Background: an optimization exercise with open tools, aiming at small area, a short achievable clock period and few clock cycles per item. Do not read the settings as production practice. Function was checked by simulation only, so behaviour that the tests miss may differ from the original. No activity file was given, so power comes from the tool's default toggle rates.

// fp_mul_pipe
module fp_mul_pipe
#(
  parameter int EXP_W = 8,
  parameter int MAN_W = 23,
  localparam int W = 1 + EXP_W + MAN_W
) (
  input  logic         clk,
  input  logic         reset,
  input  logic         in_valid,
  output logic         in_ready,
  input  logic         rnd_mode,
  input  logic [W-1:0] a,
  input  logic [W-1:0] b,
  output logic         out_valid,
  input  logic         out_ready,
  output logic [W-1:0] c,
  output logic         ovf,
  output logic         unf,
  output logic         inv
);
Settings: LEC_CHECK=0, ABC_AREA=1, CAP_MARGIN=20, CORE_MARGIN=2, CORE_UTILIZATION=40, CTS_BUF_LIST=sky130_fd_sc_hd__clkbuf_8 sky130_fd_sc_hd__clkbuf_16, SETUP_SLACK_MARGIN=4.8, SLEW_MARGIN=20, SYNTH_HIERARCHICAL=1, SYNTH_MINIMUM_KEEP_SIZE=0, TNS_END_PERCENT=5; clock period 8.5 ns.
standard.sh (not shown) runs the stock make flow with config.mk's settings and CLKGATE_MAP_FILE= SYNTH_SCRIPT=/design/flow/synth_recipe.tcl, a recipe that flattens the netlist after the stock synthesis.
==> flow/flow/run.sh <==
#!/bin/bash
# Layout flow: the standard ORFS flow (standard.sh, unchanged synthesis),
# with port buffers of a plain small buffer cell instead of the default
# choice, and timing repair allowed to change cell footprints.
set -euo pipefail
bash standard.sh \
  MATCH_CELL_FOOTPRINT=0 \
  BUFFER_PORTS_ARGS="-buffer_cell sky130_fd_sc_hd__buf_2" \
  finish > standard.log 2>&1
Testbench counts at the start, summed over its fixed seeds: cycles 16,024, items 16,000.
Then changed:
--- a/flow/flow/run.sh
+++ b/flow/flow/run.sh
@@ -7,0 +8 @@
+  REMOVE_ABC_BUFFERS=1 \
--- a/flow/config.mk
+++ b/flow/config.mk
@@ -13 +13 @@
-export SETUP_SLACK_MARGIN = 4.8
+export SETUP_SLACK_MARGIN = 4.6
@@ -17 +16,0 @@
-export TNS_END_PERCENT = 5
What happened:
- total power is higher by 2.0%
- worst hold slack stays flat
- setup slack improves by 0.16 ns
- die area does not change
- via count is lower by 1.5%
- sequential power barely changes
- count of clock-buffer cells in the layout stays the same
- final area is lower by 0.53%
- combinational power is higher by 3.1%
- register-to-register slack improves by 0.05 ns
- fmax is higher by 4.1%
Then changed:
--- a/flow/flow/run.sh
+++ b/flow/flow/run.sh
@@ -8 +7,0 @@
-  REMOVE_ABC_BUFFERS=1 \
--- a/flow/config.mk
+++ b/flow/config.mk
@@ -12 +12,2 @@
-export CTS_BUF_LIST = sky130_fd_sc_hd__clkbuf_8 sky130_fd_sc_hd__clkbuf_16
+export CTS_BUF_LIST = sky130_fd_sc_hd__clkbuf_16
+export CTS_CLUSTER_SIZE = 30
The new run finished clean.
Setup slack gains 0.037 ns.
Worst hold slack got worse by 0.0086 ns.
Cell area climbs by 0.98%.
Wire length came out higher by 1.6%.
Global-route usage stays flat.
Clock-buffer cell count stays the same.
Die area stays the same.
First-iteration DRC count went up by 1.3%.
Non-clock buffer count is unchanged.
Critical path depth does not change.
Power is higher by 1.3%.
Then changed:
--- a/flow/config.mk
+++ b/flow/config.mk
@@ -12,3 +12,2 @@
-export CTS_BUF_LIST = sky130_fd_sc_hd__clkbuf_16
-export CTS_CLUSTER_SIZE = 30
-export SETUP_SLACK_MARGIN = 4.6
+export CTS_BUF_LIST = sky130_fd_sc_hd__clkbuf_8 sky130_fd_sc_hd__clkbuf_16
+export SETUP_SLACK_MARGIN = 4.2
=>
- core utilization falls by 1.9 points
- first-iteration DRC count rises by a few percent
- cell area falls by a few percent
- combinational power falls by a little under a tenth
- cell count falls slightly

========
Setup of v43:
fp_mul_pipe again, from the RTL that the note above started with.
clock: 8.5 ns
lec_check: 0
abc_area: 1
cap_margin: 20
core_margin: 2
core_utilization: 40
cts_buf_list: sky130_fd_sc_hd__clkbuf_8 sky130_fd_sc_hd__clkbuf_16
setup_slack_margin: 4.4
slew_margin: 20
synth_hierarchical: 1
synth_minimum_keep_size: 0
==> flow/flow/run.sh <==
#!/bin/bash
# Layout flow: the standard ORFS flow (standard.sh, unchanged synthesis),
# with port buffers of a plain small buffer cell instead of the default
# choice, and timing repair allowed to change cell footprints.
set -euo pipefail
bash standard.sh \
  MATCH_CELL_FOOTPRINT=0 \
  BUFFER_PORTS_ARGS="-buffer_cell sky130_fd_sc_hd__buf_2" \
  finish > standard.log 2>&1
Testbench counts of v43, summed over its fixed seeds: cycles 16,024, items 16,000.
Here is what was changed in the inputs of v3 compared with v43.
==> flow/flow/run.sh <==
#!/bin/bash
# Layout flow: the standard ORFS flow (standard.sh, unchanged synthesis),
# with port buffers of a plain small buffer cell instead of the default
# choice, timing repair allowed to change cell footprints, and a fanout cap
# for the post-placement repair_design (flow/fanout.tcl).
set -euo pipefail
export PRE_RESIZE_TCL="$PWD/flow/fanout.tcl"
bash standard.sh \
  MATCH_CELL_FOOTPRINT=0 \
  BUFFER_PORTS_ARGS="-buffer_cell sky130_fd_sc_hd__buf_2" \
  finish > standard.log 2>&1
==> flow/flow/fanout.tcl (new file) <==
# Hook sourced before the post-placement repair_design: cap the fanout so the
# operand bank's flip-flops (which drive about 24 Booth selectors each) get buffered.
set_max_fanout 12 [current_design]
diff --git a/flow/config.mk b/flow/config.mk
--- a/flow/config.mk
+++ b/flow/config.mk
@@ -11,5 +11,5 @@
 export CORE_UTILIZATION = 40
 export CTS_BUF_LIST = sky130_fd_sc_hd__clkbuf_8 sky130_fd_sc_hd__clkbuf_16
-export SETUP_SLACK_MARGIN = 4.4
+export SETUP_SLACK_MARGIN = 4.2
 export SLEW_MARGIN = 20
 export SYNTH_HIERARCHICAL = 1
==> notes.md <==
| sequential share of cell area | higher: v43 |. On post-CTS setup buffer count: v3 sits below v43. Of v3 and v43, it is v3 that has the higher clock period minus final worst setup slack. Status: part of the total power dissipated in the clock network parity (v43, v3). Delta (v3 minus v43): wire length went up about 5.6%, post-route worst setup slack went down 0.19 ns.
The inputs of v38 differ from those of v3 as listed below.
==> flow/flow/run.sh <==
#!/bin/bash
# Layout flow: the standard ORFS flow (standard.sh, unchanged synthesis),
# with port buffers of a plain small buffer cell instead of the default
# choice, and timing repair allowed to change cell footprints.
set -euo pipefail
bash standard.sh \
  MATCH_CELL_FOOTPRINT=0 \
  BUFFER_PORTS_ARGS="-buffer_cell sky130_fd_sc_hd__buf_2" \
  finish > standard.log 2>&1
diff --git a/flow/config.mk b/flow/config.mk
--- a/flow/config.mk
+++ b/flow/config.mk
@@ -11,5 +11,5 @@
 export CORE_UTILIZATION = 40
 export CTS_BUF_LIST = sky130_fd_sc_hd__clkbuf_8 sky130_fd_sc_hd__clkbuf_16
-export SETUP_SLACK_MARGIN = 4.2
+export SETUP_SLACK_MARGIN = 4.0
 export SLEW_MARGIN = 20
 export SYNTH_HIERARCHICAL = 1
removed: flow/flow/fanout.tcl
==> notes.md <==
v38 closes out successfully: all stages finished, all timing, DRC and antenna checks passed. v38 — global-route wire length before repair about 7% lower, v3 as reference. As far as clock group share of total power is concerned, v3 and v38 perform about the same. Upper clock frequency limit, v38 and v3, lower one = v38.
Relative to v38, the following input files were edited for v26:
diff --git a/flow/config.mk b/flow/config.mk
--- a/flow/config.mk
+++ b/flow/config.mk
@@ -11,5 +11,5 @@
 export CORE_UTILIZATION = 40
 export CTS_BUF_LIST = sky130_fd_sc_hd__clkbuf_8 sky130_fd_sc_hd__clkbuf_16
-export SETUP_SLACK_MARGIN = 4.0
+export SETUP_SLACK_MARGIN = 4.6
 export SLEW_MARGIN = 20
 export SYNTH_HIERARCHICAL = 1
--- outcome ---
Post-layout worst setup margin in v26 is 0.45 ns above v38.
Share of power burned in combinational logic: v26 vs v38 up 1.9 points
In the tables for v26 and v38, worst reg-to-reg path cell count reads lower with v38.
v26 vs v38 on number of nets in the layout: v26 is the higher one.
v26 packs its core tighter than v38.
Against v38 as the reference, v26 delivers a higher post-CTS setup repair buffer count.
| maximum fanout encountered on the critical timing path | lower: v26 |
Comparing the two runs side by side, v26 comes out behind v38 on aggregate routed wire length.
Of v26 and v38, it is v26 that has the higher fraction of final layout cells with drive strength greater than 1.

static timing again, ports no longer ideal:
No port has a modelled driver above. Below, the same layouts with a new extraction and two added sets of constraints.
Step 1 assumes that a clkbuf_16 drives the clock port and a buf_2 every other input.
Step 2 moves the port delays by t, midway between the first and last clock arrival at a register: inputs arrive t later, outputs are due t later. That takes back most of the time a late clock gives input paths.
Slacks: ideal ports / drivers / drivers and shift; pairs: ideal ports / drivers.
run	t (ns)	slack for setup (ns)	hold WS [ns]	worst setup path after step 2	worst slew at a driven data input, ns
the first run of note 1	0.550	4.413 / 4.380 / 4.243	0.422 / 0.422 / 0.422	input to register	0.05
the second run of note 1	0.534	4.573 / 4.542 / 4.366	0.420 / 0.420 / 0.420	input to register	0.05
the third run of note 1	0.542	4.610 / 4.577 / 4.463	0.412 / 0.412 / 0.412	input to register	0.04
the fourth run of note 1	0.552	4.244 / 4.244 / 4.244	0.414 / 0.414 / 0.414	register to register	0.05
v43	0.551	4.438 / 4.406 / 4.406	0.414 / 0.414 / 0.414	input to output	0.05
v3	0.544	4.248 / 4.248 / 3.977	0.413 / 0.413 / 0.413	input to register	0.05
v38	0.548	4.155 / 4.155 / 4.155	0.414 / 0.414 / 0.414	register to register	0.05
v26	0.542	4.610 / 4.577 / 4.463	0.412 / 0.412 / 0.412	input to register	0.04
After both steps every run listed still meets setup and hold. The setup slack of v3, which loses most, moves by 0.000 ns with the drivers and by -0.271 ns with both steps.
